Source: an optimization exercise on an open RTL-to-GDS flow (aim: small area and a short achievable clock period). Production flows keep margins and buffers that such runs may drop.
The RTL was checked by simulation tests, not by an equivalence proof against the original design.
No activity file was given, so power comes from the tool's default toggle rates.

`design.v`:
```
package rv_pkg;
    typedef logic [32-1:0]        xlen_t;        
    typedef logic [32-1:0]        instr_t;       
    typedef logic [5-1:0]  reg_addr_t;    
    typedef logic [16-1:0] dmem_addr_t;   
    typedef enum logic [2:0] {
        alu_add,
        alu_sub,
        alu_and,
        alu_or,
        alu_xor
    } alu_op_e;
    typedef enum logic [1:0] {
        mem_none,
        mem_load,
        mem_store
    } mem_op_e;
    typedef enum logic [2:0] {
        w_word,
        w_half,
        w_half_u,
        w_byte,
        w_byte_u
    } width_e;
endpackage
`timescale 1ns/1ns
module rv_core_top (
    input  logic        clk,
    input  logic        rst_n,
    input  logic        halt,
    output logic [31:0] imem_addr,
    input  logic [31:0] imem_data,
    output logic        dmem_read_wrn,
    output logic [15:0] dmem_addr,
    output logic [31:0] dmem_wdata,
    input  logic [31:0] dmem_rdata,
    output logic        instr_retired,
    output logic        breakpoint_fired,
    output logic        finish_exec
);
    localparam logic [2:0] C_NONE  = 3'b000;    
    localparam logic [2:0] C_OTHER = 3'b001;    
    localparam logic [2:0] C_FIN   = 3'b010;    
    localparam logic [2:0] C_BRK   = 3'b011;    
    localparam logic [2:0] C_REG   = 3'b100;
    localparam logic [2:0] C_IMM   = 3'b101;
    localparam logic [2:0] C_LOAD  = 3'b110;
    localparam logic [2:0] C_STORE = 3'b111;
    wire run = !halt;
    logic [31:2] pc;
    always_ff @(posedge clk or negedge rst_n) begin
        if (!rst_n) pc <= '0;
        else        pc <= pc + {29'd0, run};
    end
    assign imem_addr = {pc, 2'b00};
    logic [2:0] cls_f;
    always_comb begin
        case (imem_data[6:0])
            7'b011_0011: cls_f = C_REG;
            7'b001_0011: cls_f = C_IMM;
            7'b000_0011: cls_f = C_LOAD;
            7'b010_0011: cls_f = C_STORE;
            7'b111_0011: begin
                if (imem_data[14:12] == 3'b000 && imem_data[31:20] == 12'd1)      cls_f = C_BRK;
                else if (imem_data[14:12] == 3'b000 && imem_data[31:20] == 12'd0) cls_f = C_FIN;
                else                                                               cls_f = C_OTHER;
            end
            default:     cls_f = (imem_data == 32'd0) ? C_NONE : C_OTHER;
        endcase
    end
    logic [2:0]  cls_d;
    logic [31:7] ir;
    logic [31:1] s1oh, s2oh;
    always_ff @(posedge clk or negedge rst_n) begin
        if (!rst_n)   cls_d <= C_NONE;
        else if (run) cls_d <= cls_f;
    end
    always_ff @(posedge clk) begin
        if (run) begin
            ir  <= imem_data[31:7];
            for (int k = 1; k < 32; k++) begin
                s1oh[k] <= (imem_data[19:15] == k[4:0]);
                s2oh[k] <= (imem_data[24:20] == k[4:0]);
            end
        end
    end
    logic [31:0] regs [1:31];
    logic [31:0] rs1_data, rs2_data;
    always_comb begin
        rs1_data = '0;
        rs2_data = '0;
        for (int k = 1; k < 32; k++) begin
            rs1_data = rs1_data | ({32{s1oh[k]}} & regs[k]);
            rs2_data = rs2_data | ({32{s2oh[k]}} & regs[k]);
        end
    end
    logic [2:0]  cls_e;
    logic [31:0] opa, opr2;
    logic [31:0] opb;        
    logic [2:0]  f3_e;
    logic [4:0]  rd_e;
    logic        sub_e;
    logic        lgc_e;      
    logic [1:0]  lop_e;      
    logic        mem_e;      
    logic        st_e;       
    wire is_alu_d = (cls_d == C_REG) || (cls_d == C_IMM);
    always_ff @(posedge clk or negedge rst_n) begin
        if (!rst_n) begin
            cls_e <= C_NONE;
            mem_e <= 1'b0;
            st_e  <= 1'b0;
        end else if (run) begin
            cls_e <= cls_d;
            mem_e <= (cls_d == C_LOAD) || (cls_d == C_STORE);
            st_e  <= (cls_d == C_STORE);
        end
    end
    always_ff @(posedge clk) begin
        if (run) begin
            opa   <= rs1_data;
            opr2  <= rs2_data;
            opb   <= (cls_d == C_REG) ? (rs2_data ^ {32{ir[30] && ir[14:12] == 3'b000}})
                                      : {{20{ir[31]}}, (cls_d == C_STORE) ? {ir[31:25], ir[11:7]} : ir[31:20]};
            f3_e  <= ir[14:12];
            rd_e  <= ir[11:7];
            sub_e <= (cls_d == C_REG) && (ir[14:12] == 3'b000) && ir[30];
            lgc_e <= is_alu_d && ir[14] && (ir[13] || !ir[12]);
            lop_e <= ir[13:12];
        end
    end
    logic [31:0] sum;
    logic [31:0] g0, p0, g1, p1, g2, p2, g3, p3, g4, p4, g5, p5;
    rv_ks_pg         u_pg (.a(opa), .b(opb), .cin(sub_e), .g(g0), .p(p0));
    rv_ks_lvl #(1)   u_l1 (.gi(g0), .pi(p0), .go(g1), .po(p1));
    rv_ks_lvl #(2)   u_l2 (.gi(g1), .pi(p1), .go(g2), .po(p2));
    rv_ks_lvl #(4)   u_l3 (.gi(g2), .pi(p2), .go(g3), .po(p3));
    rv_ks_lvl #(8)   u_l4 (.gi(g3), .pi(p3), .go(g4), .po(p4));
    rv_ks_lvl #(16)  u_l5 (.gi(g4), .pi(p4), .go(g5), .po(p5));
    rv_ks_sum        u_sm (.p(opa ^ opb), .g(g5), .cin(sub_e), .s(sum));
    wire [31:0] lgc  = lop_e[1] ? (lop_e[0] ? (opa & opb) : (opa | opb)) : (opa ^ opb);
    wire [31:0] alu_y = lgc_e ? lgc : sum;
    wire        is_mem_e   = mem_e;
    wire        is_store_e = st_e;
    logic [31:0] st_ext;
    always_comb begin
        case (f3_e[1:0])
            2'b00:   st_ext = {{24{opr2[7]}}, opr2[7:0]};
            2'b01:   st_ext = {{16{opr2[15]}}, opr2[15:0]};
            default: st_ext = opr2;
        endcase
    end
    logic [2:0]  cls_m;
    logic [31:0] res_m;
    logic [2:0]  f3_m;
    logic [4:0]  rd_m;
    logic [3:0]  weh_m;      
    logic [7:0]  wel_m;      
    always_ff @(posedge clk or negedge rst_n) begin
        if (!rst_n) begin
            cls_m         <= C_NONE;
            weh_m         <= 4'd0;
            dmem_read_wrn <= 1'b1;
            dmem_addr     <= '0;
            dmem_wdata    <= '0;
        end else if (run) begin
            cls_m         <= cls_e;
            weh_m         <= ((cls_e == C_REG) || (cls_e == C_IMM) || (cls_e == C_LOAD)) ? (4'b1 << rd_e[4:3]) : 4'd0;
            dmem_read_wrn <= !is_store_e;
            dmem_addr     <= is_mem_e ? sum[15:0] : 16'd0;
            dmem_wdata    <= is_store_e ? st_ext : 32'd0;
        end
    end
    always_ff @(posedge clk) begin
        if (run) begin
            res_m <= alu_y;
            f3_m  <= f3_e;
            rd_m  <= rd_e;
            wel_m <= 8'b1 << rd_e[2:0];
        end
    end
    logic [31:0] ld_ext;
    always_comb begin
        case (f3_m)
            3'b000:  ld_ext = {{24{dmem_rdata[7]}}, dmem_rdata[7:0]};
            3'b001:  ld_ext = {{16{dmem_rdata[15]}}, dmem_rdata[15:0]};
            3'b100:  ld_ext = {24'd0, dmem_rdata[7:0]};
            3'b101:  ld_ext = {16'd0, dmem_rdata[15:0]};
            default: ld_ext = dmem_rdata;
        endcase
    end
    wire [31:0] wdata_m = (cls_m == C_LOAD) ? ld_ext : res_m;
    for (genvar k = 1; k < 32; k++) begin : g_rf
        always_ff @(posedge clk) begin
            if (weh_m[k / 8] && wel_m[k % 8]) regs[k] <= wdata_m;
        end
    end
    always_ff @(posedge clk or negedge rst_n) begin
        if (!rst_n) begin
            instr_retired    <= 1'b0;
            breakpoint_fired <= 1'b0;
            finish_exec      <= 1'b0;
        end else if (run) begin
            instr_retired    <= (cls_m != C_NONE);
            breakpoint_fired <= (cls_m == C_BRK);
            finish_exec      <= (cls_m == C_FIN);
        end
    end
endmodule
module rv_ks_pg (
    input  logic [31:0] a,
    input  logic [31:0] b,
    input  logic        cin,
    output logic [31:0] g,
    output logic [31:0] p
);
    assign p = a ^ b;
    assign g = {a[31:1] & b[31:1], (a[0] & b[0]) | ((a[0] ^ b[0]) & cin)};
endmodule
module rv_ks_lvl #(parameter int D = 1) (
    input  logic [31:0] gi,
    input  logic [31:0] pi,
    output logic [31:0] go,
    output logic [31:0] po
);
    for (genvar k = 0; k < 32; k++) begin : g_bit
        if (k >= D) begin : g_op
            assign go[k] = gi[k] | (pi[k] & gi[k - D]);
            assign po[k] = pi[k] & pi[k - D];
        end else begin : g_pass
            assign go[k] = gi[k];
            assign po[k] = pi[k];
        end
    end
endmodule
module rv_ks_sum (
    input  logic [31:0] p,
    input  logic [31:0] g,
    input  logic        cin,
    output logic [31:0] s
);
    assign s = p ^ {g[30:0], cin};
endmodule
```
`config.mk`:
```
export PLATFORM = sky130hd
export DESIGN_NAME = rv_core_top
export DESIGN_NICKNAME = rv_core_top
export VERILOG_FILES = /design/flow/design.v
export SDC_FILE = /design/flow/constraint.sdc
export NUM_CORES = 4
export LEC_CHECK = 0
export CAP_MARGIN = 20
export CORE_MARGIN = 2
export CORE_UTILIZATION = 40
export PLACE_DENSITY = 0.55
export SETUP_SLACK_MARGIN = 2.5
export SLEW_MARGIN = 20
export SYNTH_HIERARCHICAL = 1
export SYNTH_MINIMUM_KEEP_SIZE = 0
```
`run.sh`:
```
#!/bin/bash
# synth_recipe.tcl (not shown) runs the flow's synth.tcl, then flattens the netlist and writes it again
# the make line also repeats each setting of config.mk as NAME=value (left out here)
make -C /OpenROAD-flow-scripts/flow DESIGN_CONFIG=/design/flow/config.mk WORK_HOME=/design/flow/orfs CLKGATE_MAP_FILE= SYNTH_SCRIPT=/design/flow/synth_recipe.tcl finish
```
`constraint.sdc`:
```
create_clock -name core_clock -period 5.0 [get_ports {clk}]
set_input_delay 1.0000 -clock core_clock [delete_from_list [all_inputs] [get_ports {clk}]]
set_output_delay 1.0000 -clock core_clock [all_outputs]
set_load 0.01 [all_outputs]
```
==> results of run 1 <==
==> stage by stage <==
stage	cells	hold WS, ns	TNS (ns)	setup slack (ns)	total power, mW
after floorplan	4028	0.4003	-15.51	-0.8561	13.97
after global routing	6300	0.3938	0	2.434	26.42
final	6312	0.3139	0	2.459	25.99
after detailed placement	5930	0.4419	0	1.238	15.13
after CTS	6276	0.3220	0	2.356	25.73
after global placement	5928	0.4371	0	1.229	15.11
==> metal layers <==
metal | part of all wire [%] | up-vias
li1 | - | 17030
met1 | 34 | 22390
met2 | 42 | 4739
met3 | 17 | 1258
met4 | 6.9 | 4
met5 | 0.026 | -
==> power breakdown <==
group / switching (mW) / internal (mW) / leakage, nW / total, mW
Combinational: 1.97 / 0.759 / 9.25 / 2.73
Sequential: 0.131 / 12.4 / 12.4 / 12.5
Clock: 4.53 / 6.18 / 2.28 / 10.7
Total: 6.63 / 19.4 / 23.9 / 26.0
==> sequential cells by signal, summed over array words and instances (netlist names), 3 cells and up <==
signal      flops
cls_m           3
res_m          32
ir             20
opa            32
f3_e            3
opr2           32
rd_e            5
cls_d           3
f3_m            3
opb            32
s2oh           31
dmem_addr      16
pc             30
dmem_wdata     32
wel_m           8
weh_m           4
s1oh           31
cls_e           3
regs          992
==> how the worst min path moves through the flow <==
stage / from / to / slack [ns] / cells past startpoint
detailed placement: ir[10]$_DFFE_PN_ / rd_e[3]$_DFFE_PN_ / 0.44 / 0
floorplan: f3_e[2]$_DFFE_PN_ / f3_m[2]$_DFFE_PN_ / 0.40 / 0
CTS: rst_n / pc[8]$_DFF_PN0_ / 0.32 / 1
finish: rst_n / pc[22]$_DFF_PN0_ / 0.31 / 1
global route: rst_n / pc[12]$_DFF_PN0_ / 0.39 / 1
global placement: ir[10]$_DFFE_PN_ / rd_e[3]$_DFFE_PN_ / 0.44 / 0
==> worst register-to-register path, stage by stage (launching register included) <==
cell      delay, ns
edfxtp_1       0.38
buf_6          0.29
buf_4          0.33
a22oi_1        0.21
nand4_1        0.12
nor2_1         0.42
nand2_1        0.19
a221o_1        0.34
==> what timing repair did <==
| item | CTS | global route |
|---|---|---|
| hold endpoints to repair | 0 | 0 |
| resized for setup | 205 | 102 |
| gates cloned | 18 | 1 |
| setup buffers | 68 | 23 |
| pin swaps | 27 | 29 |
| setup endpoints to repair | 1027 | 718 |
==> layout make-up <==
class,instances,area (um^2)
Antenna cell,12,30.03
Clock buffer,174,3874
Clock inverter,86,777.0
Fill cell,12490,75360
Inverter,96,364.1
Multi-Input combinational cell,2344,17780
Sequential cell,1320,39160
Tap cell,1903,2381
Timing Repair Buffer,376,3576
Timing Repair inverter,1,5.005
==> summary.txt, run 1 <==
status: timing/DRC/antenna clean
number of global-route vias before repair: 42730
fmax: 393.6 MHz
hpwl dp: 144900 um
met1 usage: 43.69%
height of the die: 383.5 um
gr busiest metal: met2
first-pass GRT wire length: 357900 um
minimum setup slack among reg-to-reg paths: 2.46 ns
Final ANT Viol Nets: 0
input/output buffers: 148
max incr delay on CP: 0.63 ns
Hold Vio Cnt, Final: 0
Worst VDD drop: 328.4 uV
Area Growth Syn to Fin: 17.93%
RSZ-0062 raised after global routing: yes
Crit. End Element: register
Post-Synthesis Cell Area: 57610 um^2
LEAKAGE: 23.92 nW
post-route cell area: 67940 um^2
commonest non-fill, non-tap cell in the layout: edfxtp_1
vias per std cell: 7.196
Core Region: 143300 um^2
num ports: 151
Fin Clk Skew: 0.03222 ns
reg2reg end: opb[12]$_DFFE_PN_
die area: 147100 um^2
H-Tree Level Count: 4
Critical Path AT: 3.03 ns
Global Route met2 Usage: 51.20%
Die W: 383.5 um
clock latency on the worst-skew pair: 0.81 ns
cell depth of the worst flop-to-flop path: 7
clk sink count: 1320
most used cell, CP: buf_4
Initial Utilization: 40.20%
CTS tree: done
Min-Delay Path Class: primary input to asynchronous set/reset pin
Post-Route WL: 268800 um
CTS buffer count: 141
DR iter-0 viols: 10490
layout cells sized above 1: 14.83%
Core Util, Final: 47.41%
FF-to-FF Start: s2oh[17]$_DFFE_PN_
CP startpoint kind: primary input
Setup CP Type: primary input to register
row count: 139
critical path endpoint: regs[29][11]$_DFFE_PP_
delay-heaviest family, CP: buffers and inverters
YS warnings: 8
drt first pass iters: 12
worst-path fanout max: 31
initial antenna violation count: 6
crit path time final: 2.541 ns
Clk pin slew, worst setup/hold paths: 0.06 ns
areal power density over the cells: 382.5 nW/um^2
Rel. slew slack: 18.10%
critical path depth: 6
CTS Hold Bufs: 0
Buf/Inv on CP: 3
CTS Buffer Depth: 3
met3 Track Usage GR: 17.07%
total number of vias: 45420
gpl congestion: 0.9584
Least-Margin Pin Slew: 1.229 ns
most frequent cells in the layout: edfxtp_1, a22oi_1, a22o_1
pin count of the biggest net entering global routing: 152
Total GRT Usage: 35.58%
critical-path cell list: clkdlybuf4s50_1 > nor4b_2 > nor3_4 > buf_4 > buf_4 > a21oi_4
placed inst area: 61570 um^2
nets: 4444
max cap viols: 0
final setup fails: 0
syn avg cell area: 14.31 um^2
post-DR wirelength/cell: 42.59 um
Slew Limit Fails: 0
DRC viols: 0
Mapped Cells: 4027
CTS Root Cell: clkbuf_16
Crit-path slowest cell: a21oi_4
fin crit share: 50.81%
gr ovfl total: 0
worst path required time: 5.49 ns
CP Launch Point: dmem_rdata[7]
==> run 2: changes to the inputs <==
--- a/design.v
+++ b/design.v
@@ -132,4 +132,4 @@
     logic [31:0] sum;
-    logic [31:0] g0, p0, g1, p1, g2, p2, g3, p3, g4, p4, g5, p5;
-    rv_ks_pg         u_pg (.a(opa), .b(opb), .cin(sub_e), .g(g0), .p(p0));
+    logic [31:0] px, g0, p0, g1, p1, g2, p2, g3, p3, g4, p4, g5, p5;
+    rv_ks_pg         u_pg (.a(opa), .b(opb), .cin(sub_e), .g(g0), .p(p0), .px(px));
     rv_ks_lvl #(1)   u_l1 (.gi(g0), .pi(p0), .go(g1), .po(p1));
@@ -139,3 +139,3 @@
     rv_ks_lvl #(16)  u_l5 (.gi(g4), .pi(p4), .go(g5), .po(p5));
-    rv_ks_sum        u_sm (.p(opa ^ opb), .g(g5), .cin(sub_e), .s(sum));
+    rv_ks_sum        u_sm (.p(px), .g(g5), .s(sum));
     wire [31:0] lgc  = lop_e[1] ? (lop_e[0] ? (opa & opb) : (opa | opb)) : (opa ^ opb);
@@ -154,3 +154,6 @@
     logic [31:0] res_m;
-    logic [2:0]  f3_m;
+    logic        ld_m;       
+    logic        lb_m;       
+    logic        lh_m;       
+    logic        lu_m;       
     logic [4:0]  rd_m;
@@ -176,3 +179,6 @@
             res_m <= alu_y;
-            f3_m  <= f3_e;
+            ld_m  <= (cls_e == C_LOAD);
+            lb_m  <= (cls_e == C_LOAD) && (f3_e[1:0] == 2'b00);
+            lh_m  <= (cls_e == C_LOAD) && (f3_e[1:0] == 2'b01);
+            lu_m  <= f3_e[2];
             rd_m  <= rd_e;
@@ -181,13 +187,10 @@
     end
-    logic [31:0] ld_ext;
-    always_comb begin
-        case (f3_m)
-            3'b000:  ld_ext = {{24{dmem_rdata[7]}}, dmem_rdata[7:0]};
-            3'b001:  ld_ext = {{16{dmem_rdata[15]}}, dmem_rdata[15:0]};
-            3'b100:  ld_ext = {24'd0, dmem_rdata[7:0]};
-            3'b101:  ld_ext = {16'd0, dmem_rdata[15:0]};
-            default: ld_ext = dmem_rdata;
-        endcase
-    end
-    wire [31:0] wdata_m = (cls_m == C_LOAD) ? ld_ext : res_m;
+    wire        ext7  = !lu_m && dmem_rdata[7];
+    wire        ext15 = !lu_m && dmem_rdata[15];
+    logic [31:0] wdata_m;
+    always_comb begin
+        wdata_m[7:0]   = ld_m ? dmem_rdata[7:0] : res_m[7:0];
+        wdata_m[15:8]  = lb_m ? {8{ext7}} : ld_m ? dmem_rdata[15:8] : res_m[15:8];
+        wdata_m[31:16] = lb_m ? {16{ext7}} : lh_m ? {16{ext15}} : ld_m ? dmem_rdata[31:16] : res_m[31:16];
+    end
     for (genvar k = 1; k < 32; k++) begin : g_rf
@@ -214,6 +217,8 @@
     output logic [31:0] g,
-    output logic [31:0] p
-);
-    assign p = a ^ b;
-    assign g = {a[31:1] & b[31:1], (a[0] & b[0]) | ((a[0] ^ b[0]) & cin)};
+    output logic [31:0] p,
+    output logic [31:0] px
+);
+    assign px = a ^ b;
+    assign g  = {a[30:0] & b[30:0], cin};
+    assign p  = {px[30:0], 1'b0};
 endmodule
@@ -238,6 +243,5 @@
     input  logic [31:0] g,
-    input  logic        cin,
     output logic [31:0] s
 );
-    assign s = p ^ {g[30:0], cin};
-endmodule
+    assign s = p ^ g;
+endmodule
--- a/config.mk
+++ b/config.mk
@@ -10,4 +10,6 @@
 export CORE_UTILIZATION = 40
+export CTS_CLUSTER_DIAMETER = 80
+export CTS_CLUSTER_SIZE = 24
 export PLACE_DENSITY = 0.55
-export SETUP_SLACK_MARGIN = 2.5
+export SETUP_SLACK_MARGIN = 2.6
 export SLEW_MARGIN = 20
==> run 2 against run 1 <==
Synthesized cell count increased by 1.1%. Largest cell class unchanged. Non-clock buffer count grew 23. Design area is 3.3% lower. Die area is 0.74% higher. Via count shrank 1.7%. Largest power group unchanged. Count of clock-buffer cells in the layout is 96 lower. First-iteration DRC count decreased by 4.1%. Still clean on timing, DRC and antenna. Wire length down 2.6%. Final cell count shrank 2.6%. Combinational power is 5% lower. Worst setup slack gained 0.020 ns. Power down 17%.
==> summary.txt, run 2 <==
Filler cells: 12650 (+1.2%)
Top reg by flops: regs
final setup fails: 0 (unchanged)
minimum setup slack among reg-to-reg paths: 2.48 ns (+0.02 ns)
CTS Root Cell: clkbuf_16
placed inst area: 61620 um^2 (about the same)
Post-Route WL: 261900 um (-2.6%)
Clk pin slew, worst setup/hold paths: 0.10 ns (+0.04 ns)
fmax: 396.6 MHz (+0.78%)
fin crit share: 50.42% (-0.39 points)
Setup CP Type: register to register
Total GRT Usage: 34.26% (-1.3 points)
post-route cell area: 65720 um^2 (-3.3%)
crit path time final: 2.521 ns (-0.01958 ns)
gr ovfl total: 0 (unchanged)
Die W: 384.9 um (+0.37%)
CTS buffer count: 69 (-51%)
CTS tree: done
clock latency on the worst-skew pair: 0.72 ns (-0.09 ns)
FF-to-FF Start: s1oh[9]$_DFFE_PN_
gpl congestion: 0.9211 (-3.9%)
DR iter-0 viols: 10060 (-4.1%)
total power draw: 21.48 mW (-17%)
number of global-route vias before repair: 41600 (-2.6%)
Buf/Inv on CP: 1 (-2)
total number of vias: 44630 (-1.7%)
Final ANT Viol Nets: 0 (unchanged)
Fin Clk Skew: 0.04332 ns (+0.01110 ns)
Area Growth Syn to Fin: 13.23%
syn avg cell area: 14.25 um^2 (-0.37%)
status: timing/DRC/antenna clean
Min-Delay Path Class: primary input to asynchronous set/reset pin
row count: 139 (unchanged)
clk sink count: 1321 (+0.076%)
CTS Buffer Depth: 3 (unchanged)
Post-Synthesis Cell Area: 58040 um^2 (+0.74%)
Cells after DPL: 5939 (+0.15%)
Hold Vio Cnt, Final: 0 (unchanged)
areal power density over the cells: 326.8 nW/um^2 (-15%)
YS warnings: 8 (unchanged)
CP startpoint kind: register
most frequent cells in the layout: edfxtp_1, a22oi_1, a22o_1, buf_4, a221oi_1
post-DR wirelength/cell: 42.58 um (about the same)
cell depth of the worst flop-to-flop path: 4 (-3)
Slew Limit Fails: 0 (unchanged)
nets: 4381 (-1.4%)
Critical Path AT: 2.93 ns (-0.10 ns)
Crit. End Element: register
vias per std cell: 7.257 (+0.85%)
first-pass GRT wire length: 348200 um (-2.7%)
CP Launch Point: s1oh[9]$_DFFE_PN_
worst-path fanout max: 32 (+3.2%)
delay-heaviest family, CP: simple AND/OR/NAND/NOR gates
Mapped Cells: 4072 (+1.1%)
H-Tree Level Count: 3 (-1)
Least-Margin Pin Slew: 1.243 ns (+0.01402 ns)
critical path endpoint: opa[8]$_DFFE_PN_
LEAKAGE: 22.65 nW (-5.3%)
die area: 148200 um^2 (+0.74%)
max incr delay on CP: 0.66 ns (+0.03 ns)
commonest non-fill, non-tap cell in the layout: edfxtp_1
DRC viols: 0 (unchanged)
input/output buffers: 148 (unchanged)
hpwl dp: 139700 um (-3.6%)
drt first pass iters: 8 (-4)
critical path depth: 4 (-2)
layout cells sized above 1: 13.61% (-1.2 points)
final cell count without fillers: 6150 (-2.6%)
Initial Utilization: 40.36% (+0.15 points)
Worst VDD drop: 239.4 uV (-27%)
Rel. slew slack: 17.16% (-0.93 points)
height of the die: 384.9 um (+0.37%)
pin count of the biggest net entering global routing: 149 (-2.0%)
max FFs per register: 992 (unchanged)
RSZ-0062 raised after global routing: yes
critical-path cell list: buf_6 > a222oi_1 > nand3_1 > or4_4
reg2reg end: opa[8]$_DFFE_PN_
max cap viols: 0 (unchanged)
Crit-path slowest cell: or4_4
worst path required time: 5.40 ns (-0.09 ns)
initial antenna violation count: 8 (+2)
Core Region: 143800 um^2 (+0.36%)
num ports: 151 (unchanged)
## run 2: how the worst min path moves through the flow
stage                     depth (start not counted)         startpoint                       end
final                                             1              rst_n          pc[12]$_DFF_PN0_
after global placement                            0  f3_e[2]$_DFFE_PN_            lu_m$_DFFE_PN_
after floorplan                                   0  f3_e[2]$_DFFE_PN_            lu_m$_DFFE_PN_
after global routing                              0  f3_e[2]$_DFFE_PN_            lu_m$_DFFE_PN_
after CTS                                         1              rst_n  dmem_addr[4]$_DFFE_PN0N_
after detailed placement                          0  f3_e[2]$_DFFE_PN_            lu_m$_DFFE_PN_
## run 2: final cells by class
class | instances | area [um^2] | share of cell area (%)
clock buffers | 78 | 1846 | 2.808
inverters | 112 | 424.2 | 0.6454
well taps | 1903 | 2381 | 3.623
clock inverters | 14 | 145.1 | 0.2208
flip-flops and latches | 1321 | 39190 | 59.64
repair buffers | 399 | 3862 | 5.877
diodes | 9 | 22.52 | 0.03427
multi-input cells | 2314 | 17850 | 27.16
## run 2: metrics by stage
stage	worst slack (ns)	TNS [ns]	utilization, %	hold WS, ns
2_1_floorplan	-0.6611	-14.18	-	0.4003
3_5_place_dp	1.817	0	42.84	0.4070
6_report	2.479	0	45.69	0.4116
4_1_cts	2.565	0	45.05	0.4180
5_1_grt	2.484	0	45.68	0.4436
3_3_place_gp	1.875	0	42.84	0.4054
## run 2: report_power, final
part           internal (mW)  switching (mW)  leakage (nW)  total [mW]
Sequential              12.4           0.126          12.4        12.5
Clock                   2.70            3.71         0.968        6.40
Combinational          0.759            1.84          9.31        2.59
Total                   15.8            5.67          22.6        21.5
## run 2: repair_timing
item                       CTS  global route
setup endpoints to repair  289           129
setup buffers               73            34
hold buffers                 0             0
pin swaps                   29            39
gates cloned                 0             3
hold endpoints to repair     0             0
gates resized for setup    328           171
## run 2: per-layer routing
layer,part of all wire [%],track usage [%]
met1,34,42.59
met2,42,50.12
met3,16,13.57
met4,7.8,20.75
met5,0.059,0
==> run 3: changes to the inputs <==
--- a/design.v
+++ b/design.v
@@ -195,5 +195,18 @@
     end
+    logic [3:0]  weh_w;
+    logic [7:0]  wel_w;
+    logic [31:0] wdata_w;
+    always_ff @(posedge clk or negedge rst_n) begin
+        if (!rst_n)   weh_w <= 4'd0;
+        else if (run) weh_w <= weh_m;
+    end
+    always_ff @(posedge clk) begin
+        if (run) begin
+            wel_w   <= wel_m;
+            wdata_w <= wdata_m;
+        end
+    end
     for (genvar k = 1; k < 32; k++) begin : g_rf
         always_ff @(posedge clk) begin
-            if (weh_m[k / 8] && wel_m[k % 8]) regs[k] <= wdata_m;
+            if (weh_w[k / 8] && wel_w[k % 8]) regs[k] <= wdata_w;
         end
==> run 3 against run 2 <==
Worst setup slack lost 0.12 ns. Synthesized area grew 3.1%. Highest routed layer unchanged. Final cell count grew 2.8%. Still clean on timing, DRC and antenna. Critical path type unchanged. Count of clock-buffer cells in the layout grew 3.
==> summary.txt, run 3 <==
status: timing/DRC/antenna clean
Pint: 16.65 mW (+5.3%)
Post-Synthesis Cell Area: 59860 um^2 (+3.1%)
fin crit share: 52.77% (+2.3 points)
Post-Route WL: 273600 um (+4.5%)
Area Growth Syn to Fin: 13.41%
Slew Limit Fails: 0 (unchanged)
Logic pwr share: 11.7% (-0.4 points)
worst-path fanout max: 17 (-47%)
vias per std cell: 7.242 (-0.20%)
Hold Vio Cnt, Final: 0 (unchanged)
input/output buffers: 148 (unchanged)
dpl ws: 1.675 ns (-0.1414 ns)
worst setup margin: 2.361 ns (-0.1175 ns)
Initial Utilization: 40.40% (about the same)
Final ANT Viol Nets: 0 (unchanged)
CTS tree: done
DRC viols: 0 (unchanged)
final setup fails: 0 (unchanged)
row count: 141 (+1.4%)
max FFs per register: 992 (unchanged)
first-pass GRT wire length: 363500 um (+4.4%)
Crit. End Element: register
initial antenna violation count: 9 (+1)
CTS Buffer Depth: 3 (unchanged)
CTS Hold Bufs: 0 (unchanged)
syn avg cell area: 14.44 um^2 (+1.3%)
final hold slack: 0.3315 ns (-0.08007 ns)
gr ovfl total: 0 (unchanged)
number of global-route vias before repair: 43110 (+3.6%)
die area: 152800 um^2 (+3.1%)
Rel. slew slack: 18.05% (+0.89 points)
YS warnings: 8 (unchanged)
H-Tree Level Count: 3 (unchanged)
most frequent cells in the layout: edfxtp_1, a22oi_1, buf_4
Fin Clk Skew: 0.04406 ns (+0.0007422 ns)
LEAKAGE: 23.74 nW (+4.8%)
Core Region: 148200 um^2 (+3.0%)
total number of vias: 45790 (+2.6%)
nets: 4516 (+3.1%)
P_sw: 6.062 mW (+7.0%)
Clk pin slew, worst setup/hold paths: 0.10 ns (about the same)
Clk network pwr share: 30.7% (+0.9 points)
clock latency on the worst-skew pair: 0.74 ns (+0.02 ns)
areal power density over the cells: 334.6 nW/um^2 (+2.4%)
switching share of power: 26.69% (+0.31 points)
hpwl dp: 152600 um (+9.2%)
Setup CP Type: register to register
Mapped Cells: 4145 (+1.8%)
crit path time final: 2.639 ns (+0.1175 ns)
CTS Root Cell: clkbuf_16
gpl congestion: 0.9631 (+4.6%)
clk sink count: 1365 (+3.3%)
total power draw: 22.71 mW (+5.7%)
Worst VDD drop: 230.5 uV (-3.7%)
layout cells sized above 1: 15.39% (+1.8 points)
Die W: 390.9 um (+1.5%)
fmax: 379.0 MHz (-4.5%)
worst path required time: 5.35 ns (-0.05 ns)
Critical Path AT: 2.99 ns (+0.06 ns)
power share of the sequential group: 57.6% (-0.5 points)
commonest non-fill, non-tap cell in the layout: edfxtp_1
CP startpoint kind: register
post-DR wirelength/cell: 43.28 um (+1.6%)
max cap viols: 0 (unchanged)
Top reg by flops: regs
Min-Delay Path Class: primary input to asynchronous set/reset pin
drt first pass iters: 12 (+4)
placed inst area: 63220 um^2 (+2.6%)
DR iter-0 viols: 10540 (+4.7%)
Least-Margin Pin Slew: 1.229 ns (-0.01334 ns)
height of the die: 390.9 um (+1.5%)
CTS buffer count: 73 (+5.8%)
Total GRT Usage: 34.76% (+0.50 points)
post-route cell area: 67890 um^2 (+3.3%)
RSZ-0062 raised after global routing: yes
num ports: 151 (unchanged)
pin count of the biggest net entering global routing: 131 (-12%)
## run 3: path summary, 6_finish.rpt
| path | start | end | slack (ns) | cells after the start |
|---|---|---|---|---|
| max in group asynchronous | rst_n | cls_d[1]$_DFFE_PN0N_ | 3.74 | 2 |
| setup reg to reg | weh_w[1]$_DFFE_PN0N_ | regs[14][29]$_DFFE_PP_ | 2.36 | 2 |
| setup / recovery | weh_w[1]$_DFFE_PN0N_ | regs[14][29]$_DFFE_PP_ | 2.36 | 2 |
| hold reg to reg | wel_m[6]$_SDFFCE_PN0N_ | wel_w[6]$_DFFE_PN_ | 0.43 | 0 |
| hold / removal | rst_n | dmem_wdata[29]$_DFFE_PN0N_ | 0.33 | 1 |
| min in group core_clock | wel_m[6]$_SDFFCE_PN0N_ | wel_w[6]$_DFFE_PN_ | 0.43 | 0 |
## run 3: area by class of cell
| class | count | area (um^2) |
|---|---|---|
| Clock inverter | 27 | 320.3 |
| Clock buffer | 81 | 1921 |
| Multi-Input combinational cell | 2348 | 17960 |
| Antenna cell | 8 | 20.02 |
| Sequential cell | 1365 | 40500 |
| Inverter | 110 | 416.7 |
| Fill cell | 13000 | 80300 |
| Tap cell | 1930 | 2415 |
| Timing Repair Buffer | 454 | 4334 |
## run 3: routing by layer
| layer | GRT usage [%] | vias to the layer above | share of wire [%] | wire (um) |
|---|---|---|---|---|
| li1 | - | 17220 | - | - |
| met1 | 43.49 | 22590 | 34 | 94270 |
| met2 | 49.91 | 4664 | 41 | 113100 |
| met3 | 15.13 | 1293 | 17 | 45230 |
| met4 | 20.07 | 22 | 7.6 | 20720 |
| met5 | 0.3190 | - | 0.13 | 348 |
## run 3: power groups by stage
stage	registers, mW	logic [mW]	clock network (mW)
final	13.1	2.66	6.97
after global routing	13.1	2.66	7.31
after CTS	13.1	2.36	6.95
after detailed placement	13.5	2.09	0
after global placement	13.5	2.08	0
after floorplan	13.3	1.17	0
## run 3: metrics by stage
| stage | setup TNS (ns) | util, % | cells |
|---|---|---|---|
| finish | 0 | 45.81 | 6323 |
| floorplan | -209.15 | - | 4146 |
| detailed placement | 0 | 42.66 | 6043 |
| global route | 0 | 45.80 | 6316 |
| CTS | 0 | 45.28 | 6285 |
| global placement | 0 | 42.63 | 6040 |
## run 3: what timing repair did
item                       4_1_cts  5_1_grt
pin swaps                       37       24
buffers inserted               131       18
setup endpoints to repair      513      333
resized for setup              342      143
cloned                           3        2
## run 3: critical path, cell delays in order (launching register included)
cell     delay [ns]
dfrtp_1        0.66
and2_2         0.98
buf_4          0.59
==> run 4: changes to the inputs <==
--- a/design.v
+++ b/design.v
@@ -87,11 +87,24 @@
     logic [31:0] regs [1:31];
-    logic [31:0] rs1_data, rs2_data;
-    always_comb begin
-        rs1_data = '0;
-        rs2_data = '0;
-        for (int k = 1; k < 32; k++) begin
-            rs1_data = rs1_data | ({32{s1oh[k]}} & regs[k]);
-            rs2_data = rs2_data | ({32{s2oh[k]}} & regs[k]);
-        end
-    end
+    logic [255:0] rf_grp [4];
+    logic [7:0]   s1_grp [4];
+    logic [7:0]   s2_grp [4];
+    logic [31:0]  rs1_n  [4];
+    logic [31:0]  rs2_n  [4];
+    for (genvar gi = 0; gi < 4; gi++) begin : g_rd
+        for (genvar j = 0; j < 8; j++) begin : g_w
+            if (gi * 8 + j == 0) begin : g_x0
+                assign rf_grp[gi][j*32 +: 32] = 32'd0;
+                assign s1_grp[gi][j] = 1'b0;
+                assign s2_grp[gi][j] = 1'b0;
+            end else begin : g_xn
+                assign rf_grp[gi][j*32 +: 32] = regs[gi * 8 + j];
+                assign s1_grp[gi][j] = s1oh[gi * 8 + j];
+                assign s2_grp[gi][j] = s2oh[gi * 8 + j];
+            end
+        end
+        rv_rd8 u_rd1 (.sel(s1_grp[gi]), .d(rf_grp[gi]), .yn(rs1_n[gi]));
+        rv_rd8 u_rd2 (.sel(s2_grp[gi]), .d(rf_grp[gi]), .yn(rs2_n[gi]));
+    end
+    wire [31:0] rs1_data = ~(rs1_n[0] & rs1_n[1] & rs1_n[2] & rs1_n[3]);
+    wire [31:0] rs2_data = ~(rs2_n[0] & rs2_n[1] & rs2_n[2] & rs2_n[3]);
     logic [2:0]  cls_e;
@@ -260 +273,13 @@
 endmodule
+module rv_rd8 (
+    input  logic [7:0]   sel,
+    input  logic [255:0] d,
+    output logic [31:0]  yn
+);
+    always_comb begin
+        yn = '1;
+        for (int j = 0; j < 8; j += 2) begin
+            yn = yn & ~(({32{sel[j]}} & d[j*32 +: 32]) | ({32{sel[j+1]}} & d[(j+1)*32 +: 32]));
+        end
+    end
+endmodule
--- a/config.mk
+++ b/config.mk
@@ -9,6 +9,6 @@
 export CORE_MARGIN = 2
-export CORE_UTILIZATION = 40
+export CORE_UTILIZATION = 48
 export CTS_CLUSTER_DIAMETER = 80
 export CTS_CLUSTER_SIZE = 24
-export PLACE_DENSITY = 0.55
+export PLACE_DENSITY = 0.6
 export SETUP_SLACK_MARGIN = 2.6
==> run 4 against run 3 <==
First-iteration DRC count down 46%. Synthesized area up 0.84%. Register-to-register slack improved by 0.22 ns. Core utilization rose by 7.3 points. Fmax up 9.0%. Design area decreased by 2.0%. Sequential power barely moved. Non-clock buffer count decreased by 97. Count of clock-buffer cells in the layout grew 2. Critical path type unchanged. Largest power group unchanged.
==> summary.txt, run 4 <==
status: timing/DRC/antenna clean
pin count of the biggest net entering global routing: 137 (+4.6%)
Top reg by flops: regs
Clk pin slew, worst setup/hold paths: 0.10 ns (about the same)
worst path required time: 5.41 ns (+0.06 ns)
worst-path fanout max: 32 (+15)
num ports: 151 (unchanged)
YS warnings: 18 (+10)
CTS buffer count: 69 (-5.5%)
clk sink count: 1365 (unchanged)
max FFs per register: 992 (unchanged)
initial antenna violation count: 5 (-4)
worst setup margin: 2.579 ns (+0.2173 ns)
Core Util, Final: 53.09% (+7.3 points)
Core Region: 125200 um^2 (-15%)
cell depth of the worst flop-to-flop path: 6 (+4)
CTS Root Cell: clkbuf_16
placed inst area: 63050 um^2 (-0.27%)
fmax: 413.0 MHz (+9.0%)
CTS tree: done
die area: 128600 um^2 (-16%)
Die W: 358.6 um (-8.2%)
nets: 4539 (+0.51%)
Buf/Inv on CP: 1 (unchanged)
Slew Limit Fails: 0 (unchanged)
Area Growth Syn to Fin: 10.16%
Cells after DPL: 5826 (-3.6%)
syn avg cell area: 14.38 um^2 (-0.45%)
max cap viols: 0 (unchanged)
commonest non-fill, non-tap cell in the layout: edfxtp_1
most frequent cells in the layout: edfxtp_1, a22oi_1, and4_1
DR iter-0 viols: 5637 (-46%)
areal power density over the cells: 323.1 nW/um^2 (-3.4%)
max incr delay on CP: 0.42 ns (-0.56 ns)
setup TNS: 0 ns (unchanged)
Rel. slew slack: 20.76% (+2.7 points)
critical-path cell list: buf_4 > a22oi_1 > and4_1 > nand4_1 > xnor2_1 > o21ai_0
H-Tree Level Count: 3 (unchanged)
RSZ-0062 raised after global routing: yes
total power draw: 21.49 mW (-5.4%)
total number of vias: 39960 (-13%)
minimum setup slack among reg-to-reg paths: 2.58 ns (+0.22 ns)
input/output buffers: 148 (unchanged)
Diodes inserted: 0 (-8)
height of the die: 358.6 um (-8.2%)
CTS Hold Bufs: 0 (unchanged)
DRC viols: 0 (unchanged)
Post-Synthesis Cell Area: 60370 um^2 (+0.84%)
layout cells sized above 1: 9.952% (-5.4 points)
row count: 130 (-7.8%)
Initial Utilization: 48.20% (+7.8 points)
Hold Vio Cnt, Final: 0 (unchanged)
Filler cells: 10400 (-20%)
Crit. End Element: register
delay-heaviest family, CP: simple AND/OR/NAND/NOR gates
Critical Path AT: 2.83 ns (-0.16 ns)
gpl congestion: 1.013 (+5.2%)
fin crit share: 48.43% (-4.3 points)
Fin Clk Skew: 0.03281 ns (-0.01125 ns)
final setup fails: 0 (unchanged)
Sequential Area: 40490 um^2 (about the same)
first-pass GRT wire length: 261500 um (-28%)
Total GRT Usage: 28.12% (-6.6 points)
LEAKAGE: 23.54 nW (-0.83%)
Final ANT Viol Nets: 0 (unchanged)
dpl ws: 1.741 ns (+0.06626 ns)
hpwl dp: 115700 um (-24%)
Least-Margin Pin Slew: 1.189 ns (-0.04055 ns)
number of global-route vias before repair: 36750 (-15%)
vias per std cell: 6.603 (-8.8%)
crit path time final: 2.421 ns (-0.2173 ns)
final hold slack: 0.3064 ns (-0.02509 ns)
CTS Buffer Depth: 3 (unchanged)
Setup CP Type: register to register
FF-to-FF Start: s2oh[26]$_DFFE_PN_
gr ovfl total: 0 (unchanged)
Crit-path slowest cell: edfxtp_1
Mapped Cells: 4199 (+1.3%)
Min-Delay Path Class: primary input to asynchronous set/reset pin
Post-Route WL: 186400 um (-32%)
reg2reg end: opb[23]$_DFFE_PN_
CP startpoint kind: register
post-route cell area: 66500 um^2 (-2.0%)
Worst VDD drop: 220.2 uV (-4.5%)
clock latency on the worst-skew pair: 0.69 ns (-0.05 ns)
post-DR wirelength/cell: 30.81 um (-29%)
final cell count without fillers: 6051 (-4.3%)
footprint of the multi-input gates: 18390 um^2 (+2.4%)
drt first pass iters: 8 (-4)
==> run 4: how the worst max path moves through the flow <==
stage                         startpoint                  end  slack [ns]  cells after the start
2_1_floorplan                       halt     pc[20]$_DFF_PN0_       -1.62                      8
3_3_place_gp                        halt   s1oh[28]$_DFFE_PN_        1.79                      4
3_5_place_dp                        halt   s1oh[24]$_DFFE_PN_        1.74                      4
4_1_cts        dmem_read_wrn$_DFFE_PN1N_        dmem_read_wrn        2.39                      1
5_1_grt                 opa[6]$_DFFE_PN_  res_m[29]$_DFFE_PN_        2.51                      9
6_report              s2oh[26]$_DFFE_PN_    opb[23]$_DFFE_PN_        2.58                      6
==> run 4: metal layers <==
metal	wire, um	share of wire, %	global-route usage [%]
met1	76100	41	40.43
met2	85990	46	44.32
met3	21720	12	6.868
met4	2599	1.4	4.333
met5	10	0.0054	0
==> run 4: what timing repair did <==
item	CTS	global route
gates resized for setup	160	58
pin swaps	5	52
endpoints found under the setup margin	183	149
cloned	0	1
buffers inserted	50	56
==> run 4: layout make-up <==
type	count	area share, %
Clock buffer	83	2.740
Clock inverter	14	0.2352
Inverter	106	0.6040
Multi-Input combinational cell	2476	27.66
Sequential cell	1365	60.89
Tap cell	1650	3.105
Timing Repair Buffer	357	4.770
==> run 4: power by group <==
group	internal (mW)	switching [mW]
Clock	2.70	3.65
Combinational	0.742	1.36
Sequential	12.8	0.251
Total	16.2	5.26
==> run 4: worst reg2reg max path, stage by stage (launching register included) <==
cell and delay, ns:
edfxtp_1 0.42, buf_4 0.31, a22oi_1 0.35, and4_1 0.36
nand4_1 0.38, xnor2_1 0.27, o21ai_0 0.09
==> run 5: changes to the inputs <==
--- a/config.mk
+++ b/config.mk
@@ -13,3 +13,3 @@
 export PLACE_DENSITY = 0.6
-export SETUP_SLACK_MARGIN = 2.6
+export SETUP_SLACK_MARGIN = 2.7
 export SLEW_MARGIN = 20
==> run 5 against run 4 <==
Sequential power is essentially flat. Power grew 0.26%. Sequential cell count is the same. Still clean on timing, DRC and antenna. Synthesized area is the same. Register-to-register slack gained 0.04 ns. Design area grew 0.39%. Largest power group unchanged.
==> summary.txt, run 5 <==
status: timing/DRC/antenna clean
Mapped Cells: 4199 (unchanged)
gpl congestion: 1.013 (unchanged)
CTS Hold Bufs: 0 (unchanged)
commonest non-fill, non-tap cell in the layout: edfxtp_1
minimum setup slack among reg-to-reg paths: 2.62 ns (+0.04 ns)
Min-Delay Path Class: primary input to asynchronous set/reset pin
input/output buffers: 148 (unchanged)
hpwl dp: 115700 um (unchanged)
worst path required time: 4.00 ns (-1.41 ns)
H-Tree Level Count: 3 (unchanged)
Worst VDD drop: 221.2 uV (+0.43%)
Total GRT Usage: 28.20% (+0.082 points)
Critical Path AT: 1.40 ns (-1.43 ns)
row count: 130 (unchanged)
CTS Root Cell: clkbuf_16
first-pass GRT wire length: 262300 um (+0.30%)
pin count of the biggest net entering global routing: 137 (unchanged)
final hold slack: 0.3114 ns (+0.004971 ns)
Clk pin slew, worst setup/hold paths: 0.10 ns (about the same)
drt first pass iters: 7 (-1)
num ports: 151 (unchanged)
critical-path cell list: buf_2
max cap viols: 0 (unchanged)
CP Launch Point: dmem_read_wrn$_DFFE_PN1N_
Buf/Inv on CP: 1 (unchanged)
Hold Vio Cnt, Final: 0 (unchanged)
final setup fails: 0 (unchanged)
vias per std cell: 6.575 (-0.42%)
gr busiest metal: met2
RSZ-0062 raised after global routing: yes
max incr delay on CP: 0.56 ns (+0.14 ns)
CTS tree: done
Post-Route WL: 186900 um (+0.25%)
clock latency on the worst-skew pair: 0.68 ns (about the same)
clk sink count: 1365 (unchanged)
CTS Buffer Depth: 3 (unchanged)
Core Util, Final: 53.30% (+0.21 points)
Fin Clk Skew: 0.03531 ns (+0.002503 ns)
Least-Margin Pin Slew: 1.165 ns (-0.02339 ns)
layout cells sized above 1: 13.05% (+3.1 points)
initial antenna violation count: 6 (+1)
fin crit share: 47.93% (-0.49 points)
delay-heaviest family, CP: flip-flops
post-DR wirelength/cell: 30.62 um (-0.62%)
CP startpoint kind: register
worst-path fanout max: 2 (-94%)
Core Region: 125200 um^2 (unchanged)
nets: 4591 (+1.1%)
Global Route met2 Usage: 44.44% (+0.12 points)
syn avg cell area: 14.38 um^2 (unchanged)
Crit. End Element: primary output
Crit-path slowest cell: dfstp_2
met1 usage: 40.60% (+0.17 points)
Initial Utilization: 48.20% (unchanged)
DR iter-0 viols: 5432 (-3.6%)
number of global-route vias before repair: 36970 (+0.60%)
LEAKAGE: 23.80 nW (+1.1%)
Final ANT Viol Nets: 0 (unchanged)
Setup CP Type: register to primary output
Top reg by flops: regs
Area Growth Syn to Fin: 10.59%
CTS buffer count: 69 (unchanged)
most frequent cells in the layout: edfxtp_1, a22oi_1, and4_1
FF-to-FF Start: opa[5]$_DFFE_PN_
areal power density over the cells: 322.7 nW/um^2 (-0.13%)
Filler cells: 10390 (-0.16%)
Rel. slew slack: 22.31% (+1.6 points)
max FFs per register: 992 (unchanged)
total number of vias: 40140 (+0.45%)
met3 Track Usage GR: 6.797% (-0.071 points)
DRC viols: 0 (unchanged)
gr ovfl total: 0 (unchanged)
height of the die: 358.6 um (unchanged)
crit path time final: 2.397 ns (-0.02463 ns)
YS warnings: 18 (unchanged)
die area: 128600 um^2 (unchanged)
fmax: 417.2 MHz (+1.0%)
Post-Synthesis Cell Area: 60370 um^2 (unchanged)
Slew Limit Fails: 0 (unchanged)
Die W: 358.6 um (unchanged)
## run 5: cell types whose count changed in the layout (fill, tap and decap cells not counted), moves of 14 or more
| cell | delta |
|---|---|
| dlygate4sd2_1 | -24 |
| o21ai_0 | -17 |
| buf_2 | +68 |
| buf_4 | +48 |
| o21ai_1 | +14 |
| clkdlybuf4s15_1 | -42 |
## run 5: cell type report
type / instances / area, um^2 / share of cell area [%]
Antenna cell: 1 / 2.502 / 0.003748
Timing Repair Buffer: 409 / 3306 / 4.952
Sequential cell: 1365 / 40490 / 60.65
Inverter: 106 / 401.6 / 0.6016
Tap cell: 1650 / 2064 / 3.092
Multi-Input combinational cell: 2476 / 18520 / 27.74
Clock inverter: 14 / 156.4 / 0.2343
Clock buffer: 83 / 1822 / 2.729
## run 5: worst paths after layout
| kind | to | depth (start not counted) |
|---|---|---|
| min reg2reg | wel_w[3]$_DFFE_PN_ | 0 |
| min | dmem_wdata[21]$_DFFE_PN0N_ | 2 |
| max | dmem_read_wrn | 1 |
| max reg2reg | res_m[26]$_DFFE_PN_ | 9 |
| max in group asynchronous | pc[8]$_DFF_PN0_ | 2 |
| min in group core_clock | wel_w[3]$_DFFE_PN_ | 0 |
## run 5: repair_timing
action                     4_1_cts  5_1_grt
gates resized for setup        390       53
pin swaps                       55       57
hold endpoints to repair         0        0
setup endpoints to repair      239      298
setup buffers                  109       50
gates cloned                     0        1
## run 5: power breakdown
group          internal [mW]  switching [mW]
Combinational          0.779            1.38
Clock                   2.70            3.65
Sequential              12.8           0.251
Total                   16.3            5.28
## run 5: stage by stage
step	setup TNS, ns	cell area, um^2	cells	total power, mW	worst slack (ns)
global route	0	66760	6103	22.17	2.557
finish	0	66760	6104	21.54	2.603
global placement	0	63050	5826	15.16	1.793
floorplan	-211.86	60720	4274	14.41	-1.623
detailed placement	0	63050	5826	15.18	1.741
CTS	0	65890	6032	21.47	2.464
## run 5: worst reg2reg max path: cells and delay by family, from the launching register on
kind | cells | cell delay (ns)
xor+xnor | 1 | 0.16
buf+inv | 1 | 0.06
compound gates | 6 | 1.08
fa+ha+maj | 1 | 0.31
flops | 1 | 0.49
## run 5: layer usage
layer / up-vias / share of wire, %
met5: - / 0.0054
met4: 2 / 1.4
met3: 180 / 12
met2: 2209 / 46
met1: 20480 / 40
li1: 17270 / -
==> run 6: changes to the inputs <==
--- a/config.mk
+++ b/config.mk
@@ -13,3 +13,3 @@
 export PLACE_DENSITY = 0.6
-export SETUP_SLACK_MARGIN = 2.7
+export SETUP_SLACK_MARGIN = 2.8
 export SLEW_MARGIN = 20
==> run 6 against run 5 <==
Sequential power barely moved. Global-route usage up 0.12 points. Clock skew grew 0.0013 ns. Clock power is essentially flat. Largest power group unchanged. Sequential cell count unchanged. First-iteration DRC count rose by 1.3%.
==> summary.txt, run 6 <==
Final ANT Viol Nets: 0 (unchanged)
fmax: 420.8 MHz (+0.86%)
Total GRT Usage: 28.32% (+0.12 points)
drt first pass iters: 8 (+1)
Worst VDD drop: 221.2 uV (about the same)
final setup fails: 0 (unchanged)
Slew Limit Fails: 0 (unchanged)
hpwl dp: 115700 um (unchanged)
worst path required time: 5.40 ns (+1.40 ns)
die area: 128600 um^2 (unchanged)
num ports: 151 (unchanged)
syn avg cell area: 14.38 um^2 (unchanged)
RSZ-0062 raised after global routing: yes
P_sw: 5.292 mW (+0.16%)
layout cells sized above 1: 13.98% (+0.94 points)
switching share of power: 24.53% (about the same)
YS warnings: 18 (unchanged)
Clk network pwr share: 29.4% (about the same)
Mapped Cells: 4199 (unchanged)
Least-Margin Pin Slew: 1.163 ns (-0.001805 ns)
worst-path fanout max: 4 (+2)
Hold Vio Cnt, Final: 0 (unchanged)
CTS Root Cell: clkbuf_16
Diodes inserted: 0 (-1)
Initial Utilization: 48.20% (unchanged)
clock latency on the worst-skew pair: 0.69 ns (about the same)
Post-Route WL: 187400 um (+0.28%)
number of global-route vias before repair: 37190 (+0.58%)
initial antenna violation count: 3 (-3)
Crit. End Element: register
H-Tree Level Count: 3 (unchanged)
gpl congestion: 1.013 (unchanged)
Area Growth Syn to Fin: 11.32%
row count: 130 (unchanged)
gr ovfl total: 0 (unchanged)
Setup CP Type: register to register
clk sink count: 1365 (unchanged)
CTS Hold Bufs: 0 (unchanged)
CTS Buffer Depth: 3 (unchanged)
Post-Synthesis Cell Area: 60370 um^2 (unchanged)
vias per std cell: 6.597 (+0.33%)
max cap viols: 0 (unchanged)
most frequent cells in the layout: edfxtp_1, a22oi_1, buf_4
Logic pwr share: 10.2% (+0.2 points)
CP startpoint kind: register
pin count of the biggest net entering global routing: 137 (unchanged)
Rel. slew slack: 22.43% (+0.12 points)
most used cell, CP: a21o_1
Top reg by flops: regs
max FFs per register: 992 (unchanged)
Clk pin slew, worst setup/hold paths: 0.10 ns (about the same)
nets: 4615 (+0.52%)
post-DR wirelength/cell: 30.59 um (about the same)
fin crit share: 47.52% (-0.41 points)
status: timing/DRC/antenna clean
height of the die: 358.6 um (unchanged)
Fin Clk Skew: 0.03660 ns (+0.001285 ns)
Core Region: 125200 um^2 (unchanged)
areal power density over the cells: 321.0 nW/um^2 (-0.51%)
DRC viols: 0 (unchanged)
Die W: 358.6 um (unchanged)
critical-path cell list: ha_4 > a21o_1 > a21o_1 > a21o_1 > a21o_1 > a21o_1 > xor2_1 > inv_1 > o21ai_1
Buf/Inv on CP: 1 (unchanged)
input/output buffers: 148 (unchanged)
power share of the sequential group: 60.4% (about the same)
Min-Delay Path Class: primary input to asynchronous set/reset pin
DR iter-0 viols: 5504 (+1.3%)
dpl ws: 1.741 ns (unchanged)
Core Util, Final: 53.66% (+0.35 points)
delay-heaviest family, CP: compound AO/OA/AOI/OAI gates
CTS buffer count: 69 (unchanged)
setup TNS: 0 ns (unchanged)
LEAKAGE: 23.97 nW (+0.72%)
CTS tree: done
Pint: 16.28 mW (+0.14%)
crit path time final: 2.376 ns (-0.02048 ns)
total number of vias: 40420 (+0.71%)
first-pass GRT wire length: 263600 um (+0.50%)
commonest non-fill, non-tap cell in the layout: edfxtp_1
Crit-path slowest cell: edfxtp_1
max incr delay on CP: 0.49 ns (-0.07 ns)
worst setup margin: 2.624 ns (+0.02048 ns)
Critical Path AT: 2.77 ns (+1.37 ns)
## run 6: power by group through the flow
| stage | Combinational [mW] | Clock, mW | Sequential (mW) |
|---|---|---|---|
| after floorplan | 1.15 | 0 | 13.3 |
| after global placement | 1.79 | 0 | 13.4 |
| after detailed placement | 1.80 | 0 | 13.4 |
| after CTS | 1.98 | 6.43 | 13.1 |
| after global routing | 2.33 | 6.82 | 13.1 |
| final | 2.19 | 6.35 | 13.0 |
## run 6: final timing paths
check / start / end / slack, ns / depth (start not counted)
min reg2reg: wel_m[5]$_SDFFCE_PN0N_ / wel_w[5]$_DFFE_PN_ / 0.42 / 0
max reg2reg: opa[7]$_DFFE_PN_ / res_m[26]$_DFFE_PN_ / 2.62 / 9
min in group core_clock: wel_m[5]$_SDFFCE_PN0N_ / wel_w[5]$_DFFE_PN_ / 0.42 / 0
max: opa[7]$_DFFE_PN_ / res_m[26]$_DFFE_PN_ / 2.62 / 9
max in group asynchronous: rst_n / cls_d[2]$_DFFE_PN0N_ / 4.10 / 2
min: rst_n / dmem_wdata[21]$_DFFE_PN0N_ / 0.31 / 2
## run 6: through the flow
| stage | cells | power (mW) | cell area, um^2 | hold slack (ns) |
|---|---|---|---|---|
| 2_1_floorplan | 4274 | 14.41 | 60720 | 0.4003 |
| 4_1_cts | 6064 | 21.52 | 66310 | 0.3380 |
| 6_report | 6127 | 21.57 | 67200 | 0.3122 |
| 3_5_place_dp | 5826 | 15.18 | 63050 | 0.4061 |
| 5_1_grt | 6127 | 22.21 | 67200 | 0.3575 |
| 3_3_place_gp | 5826 | 15.16 | 63050 | 0.4016 |
## run 6: cell type report
cell class,count,area (um^2)
multi-input cells,2476,18590
fillers,10320,58040
clock buffers,83,1822
flip-flops and latches,1365,40490
repair buffers,433,3676
inverters,106,401.6
clock inverters,14,156.4
well taps,1650,2064
## run 6: repair_timing
| item | in CTS | in global routing |
|---|---|---|
| endpoints found under the hold margin | 0 | 0 |
| setup endpoints to repair | 384 | 257 |
| pin swaps | 109 | 35 |
| buffers inserted | 140 | 43 |
| cloned | 1 | 0 |
| gates resized for setup | 450 | 65 |
## run 6: layer usage
layer / routed length [um] / share of wire [%] / vias to the layer above / GRT usage [%]
li1: - / - / 17320 / -
met1: 76350 / 41 / 20590 / 40.74
met2: 86650 / 46 / 2286 / 44.77
met3: 21210 / 11 / 222 / 6.569
met4: 3200 / 1.7 / 0 / 4.625
met5: 0 / 0 / - / 0
## run 6: worst register-to-register path, cell delays in order (launching register included)
cell,delay (ns)
edfxtp_1,0.49
ha_4,0.28
a21o_1,0.20
a21o_1,0.20
a21o_1,0.18
a21o_1,0.23
a21o_1,0.25
xor2_1,0.16
inv_1,0.06
o21ai_1,0.05
==> run 7: changes to the inputs <==
--- a/config.mk
+++ b/config.mk
@@ -13,3 +13,3 @@
 export PLACE_DENSITY = 0.6
-export SETUP_SLACK_MARGIN = 2.8
+export SETUP_SLACK_MARGIN = 2.9
 export SLEW_MARGIN = 20
==> run 7 against run 6 <==
Wire length increased by 1.2%. Critical endpoint is now res_m[30]$_DFFE_PN_. Still clean. Die area unchanged. Global-route usage increased by 0.47 points. Largest cell class unchanged. Critical path depth stayed put. Critical path type unchanged. Largest power group unchanged.
==> summary.txt, run 7 <==
row count: 130 (unchanged)
number of global-route vias before repair: 38090 (+2.4%)
drt first pass iters: 6 (-2)
fin crit share: 47.12% (-0.41 points)
LEAKAGE: 24.38 nW (+1.7%)
initial antenna violation count: 13 (+10)
Setup CP Type: register to register
Min-Delay Path Class: primary input to asynchronous set/reset pin
Logic pwr share: 10.6% (+0.4 points)
Slew Limit Fails: 0 (unchanged)
Core Region: 125200 um^2 (unchanged)
crit path time final: 2.356 ns (-0.02029 ns)
vias per std cell: 6.575 (-0.33%)
Hold Vio Cnt, Final: 0 (unchanged)
max cap viols: 0 (unchanged)
critical-path cell list: ha_4 > a21o_1 > a21o_1 > a21o_1 > a21o_1 > a21o_1 > xor2_1 > inv_1 > o21ai_1
routed length on met1: 76430 um (about the same)
Buf/Inv on CP: 1 (unchanged)
syn avg cell area: 14.38 um^2 (unchanged)
Die W: 358.6 um (unchanged)
Clk pin slew, worst setup/hold paths: 0.10 ns (about the same)
hpwl dp: 115900 um (+0.23%)
status: timing/DRC/antenna clean
pin count of the biggest net entering global routing: 86 (-37%)
Initial Utilization: 48.20% (unchanged)
commonest non-fill, non-tap cell in the layout: edfxtp_1
most frequent cells in the layout: edfxtp_1, a22oi_1, buf_4
placed inst area: 63120 um^2 (+0.11%)
max FFs per register: 992 (unchanged)
num ports: 151 (unchanged)
Final ANT Viol Nets: 0 (unchanged)
DRC viols: 0 (unchanged)
total power draw: 21.88 mW (+1.4%)
Post-Synthesis Cell Area: 60370 um^2 (unchanged)
Top reg by flops: regs
switching share of power: 24.67% (+0.14 points)
areal power density over the cells: 321.5 nW/um^2 (+0.14%)
Pint: 16.48 mW (+1.2%)
Total GRT Usage: 28.79% (+0.47 points)
total number of vias: 40600 (+0.45%)
CTS buffer count: 71 (+2.9%)
DR iter-0 viols: 5463 (-0.74%)
first-pass GRT wire length: 268500 um (+1.9%)
CTS Buffer Depth: 3 (unchanged)
footprint of the multi-input gates: 18720 um^2 (+0.69%)
clk sink count: 1365 (unchanged)
worst-path fanout max: 4 (unchanged)
RSZ-0062 raised after global routing: yes
most used cell, CP: a21o_1
met3 wire length: 23140 um (+9.1%)
Area Growth Syn to Fin: 12.73%
Mapped Cells: 4199 (unchanged)
Clk network pwr share: 30.0% (+0.6 points)
H-Tree Level Count: 3 (unchanged)
Post-Route WL: 189600 um (+1.2%)
CTS Root Cell: clkbuf_16
fmax: 424.5 MHz (+0.86%)
met2 WL post-DR: 86870 um (+0.25%)
post-route cell area: 68050 um^2 (+1.3%)
CP startpoint kind: register
Rel. slew slack: 24.06% (+1.6 points)
clock latency on the worst-skew pair: 0.69 ns (about the same)
Least-Margin Pin Slew: 1.139 ns (-0.02442 ns)
power share of the sequential group: 59.4% (-1.0 points)
CTS Hold Bufs: 0 (unchanged)
layout cells sized above 1: 15.68% (+1.7 points)
Crit. End Element: register
Cells after DPL: 5834 (+0.14%)
final cell count without fillers: 6175 (+0.78%)
gpl congestion: 0.9651 (-4.7%)
gr ovfl total: 0 (unchanged)
Critical Path AT: 2.74 ns (-0.03 ns)
Crit-path slowest cell: edfxtp_1
Fin Clk Skew: 0.03227 ns (-0.004326 ns)
height of the die: 358.6 um (unchanged)
Sequential Area: 40500 um^2 (about the same)
YS warnings: 18 (unchanged)
input/output buffers: 148 (unchanged)
CTS tree: done
Filler cells: 10230 (-0.81%)
final setup fails: 0 (unchanged)
P_sw: 5.397 mW (+2.0%)
max incr delay on CP: 0.44 ns (-0.05 ns)
Max Used Layer: met5
delay-heaviest family, CP: compound AO/OA/AOI/OAI gates
post-DR wirelength/cell: 30.71 um (+0.38%)
worst path required time: 5.39 ns (about the same)
die area: 128600 um^2 (unchanged)
setup TNS: 0 ns (unchanged)
Worst VDD drop: 213.9 uV (-3.3%)
final hold slack: 0.2799 ns (-0.03229 ns)
nets: 4658 (+0.93%)
run 7: power groups by stage:
stage	registers [mW]	clock network [mW]	logic, mW
2_1_floorplan	13.3	0	1.15
3_3_place_gp	13.4	0	1.80
3_5_place_dp	13.4	0	1.81
4_1_cts	13.1	6.66	2.03
5_1_grt	13.0	7.06	2.47
6_report	13.0	6.57	2.32
run 7: routing by layer:
layer / vias to the layer above / global-route usage (%)
met1: 20750 / 41.31
met2: 2194 / 44.82
met4: 6 / 5.050
li1: 17430 / -
met5: - / 0
met3: 224 / 7.563
run 7: path summary, 6_finish.rpt:
check / startpoint / end / slack [ns] / cells after the start
setup / recovery: opa[1]$_DFFE_PN_ / res_m[30]$_DFFE_PN_ / 2.64 / 9
hold / removal: rst_n / dmem_wdata[20]$_DFFE_PN0N_ / 0.28 / 1
setup reg to reg: opa[1]$_DFFE_PN_ / res_m[30]$_DFFE_PN_ / 2.64 / 9
hold reg to reg: f3_e[2]$_DFFE_PN_ / lu_m$_DFFE_PN_ / 0.42 / 0
max in group asynchronous: rst_n / cls_d[2]$_DFFE_PN0N_ / 3.76 / 2
min in group core_clock: f3_e[2]$_DFFE_PN_ / lu_m$_DFFE_PN_ / 0.42 / 0
run 7: through the flow:
step	setup WS [ns]	utilization [%]
floorplan	-1.623	-
global placement	1.984	50.38
detailed placement	1.950	50.39
CTS	2.635	53.38
global route	2.579	54.33
finish	2.644	54.34
run 7: cell type report:
type | instances | share of cell area [%]
Multi-Input combinational cell | 2476 | 27.50
Clock buffer | 84 | 2.807
Timing Repair Buffer | 474 | 6.251
Clock inverter | 17 | 0.3015
Sequential cell | 1365 | 59.50
Inverter | 106 | 0.5902
Antenna cell | 3 | 0.01103
Tap cell | 1650 | 3.034
run 7: worst register-to-register path, delay by kind of cell, from the launching register on:
family / cells / cell delay (ns)
xor gates and xnor gates: 1 / 0.16
adders and majority gates: 1 / 0.29
buffers and inverters: 1 / 0.05
DFF: 1 / 0.44
AOI/OAI and AO/OA: 6 / 1.13
run 7: timing repair:
| item | CTS | global route |
|---|---|---|
| pin swaps | 127 | 42 |
| gates resized for setup | 473 | 134 |
| setup buffers | 161 | 45 |
| gates cloned | 3 | 0 |
| setup endpoints to repair | 347 | 260 |

static timing again, ports no longer ideal:
The flow's constraints put no driver on any port. The routed layouts listed below were extracted and timed again, unchanged, in two steps.
Step 1 assumes that a clkbuf_16 drives the clock port and a buf_2 every other input.
Step 2 also shifts input and output timing later by t, the mid clock arrival at the registers, as if the neighbouring blocks saw the same clock.
Slacks: no drivers / after step 1 / after step 2; pairs: no drivers / after step 1.
run | t, ns | slack for setup (ns) | worst hold slack (ns) | worst slew at a driven data input, ns | cell pins on the clock port's net
run 1 | 0.880 | 2.459 / 2.438 / 1.627 | 0.314 / 0.252 / 0.456 | 0.05 | 1
run 2 | 0.792 | 2.479 / 2.479 / 1.984 | 0.412 / 0.343 / 0.435 | 0.06 | 1
run 3 | 0.799 | 2.361 / 2.361 / 1.970 | 0.331 / 0.276 / 0.431 | 0.04 | 1
run 4 | 0.748 | 2.579 / 2.524 / 2.002 | 0.306 / 0.253 / 0.427 | 0.10 | 1
run 5 | 0.746 | 2.603 / 2.524 / 2.010 | 0.311 / 0.258 / 0.427 | 0.10 | 1
run 6 | 0.748 | 2.624 / 2.552 / 2.123 | 0.312 / 0.260 / 0.425 | 0.08 | 1
run 7 | 0.746 | 2.644 / 2.603 / 2.279 | 0.280 / 0.230 / 0.424 | 0.09 | 1
After both steps every run listed still meets setup and hold. For run 1, which loses most, drivers alone change the setup slack by -0.021 ns; drivers and shift together by -0.832 ns.
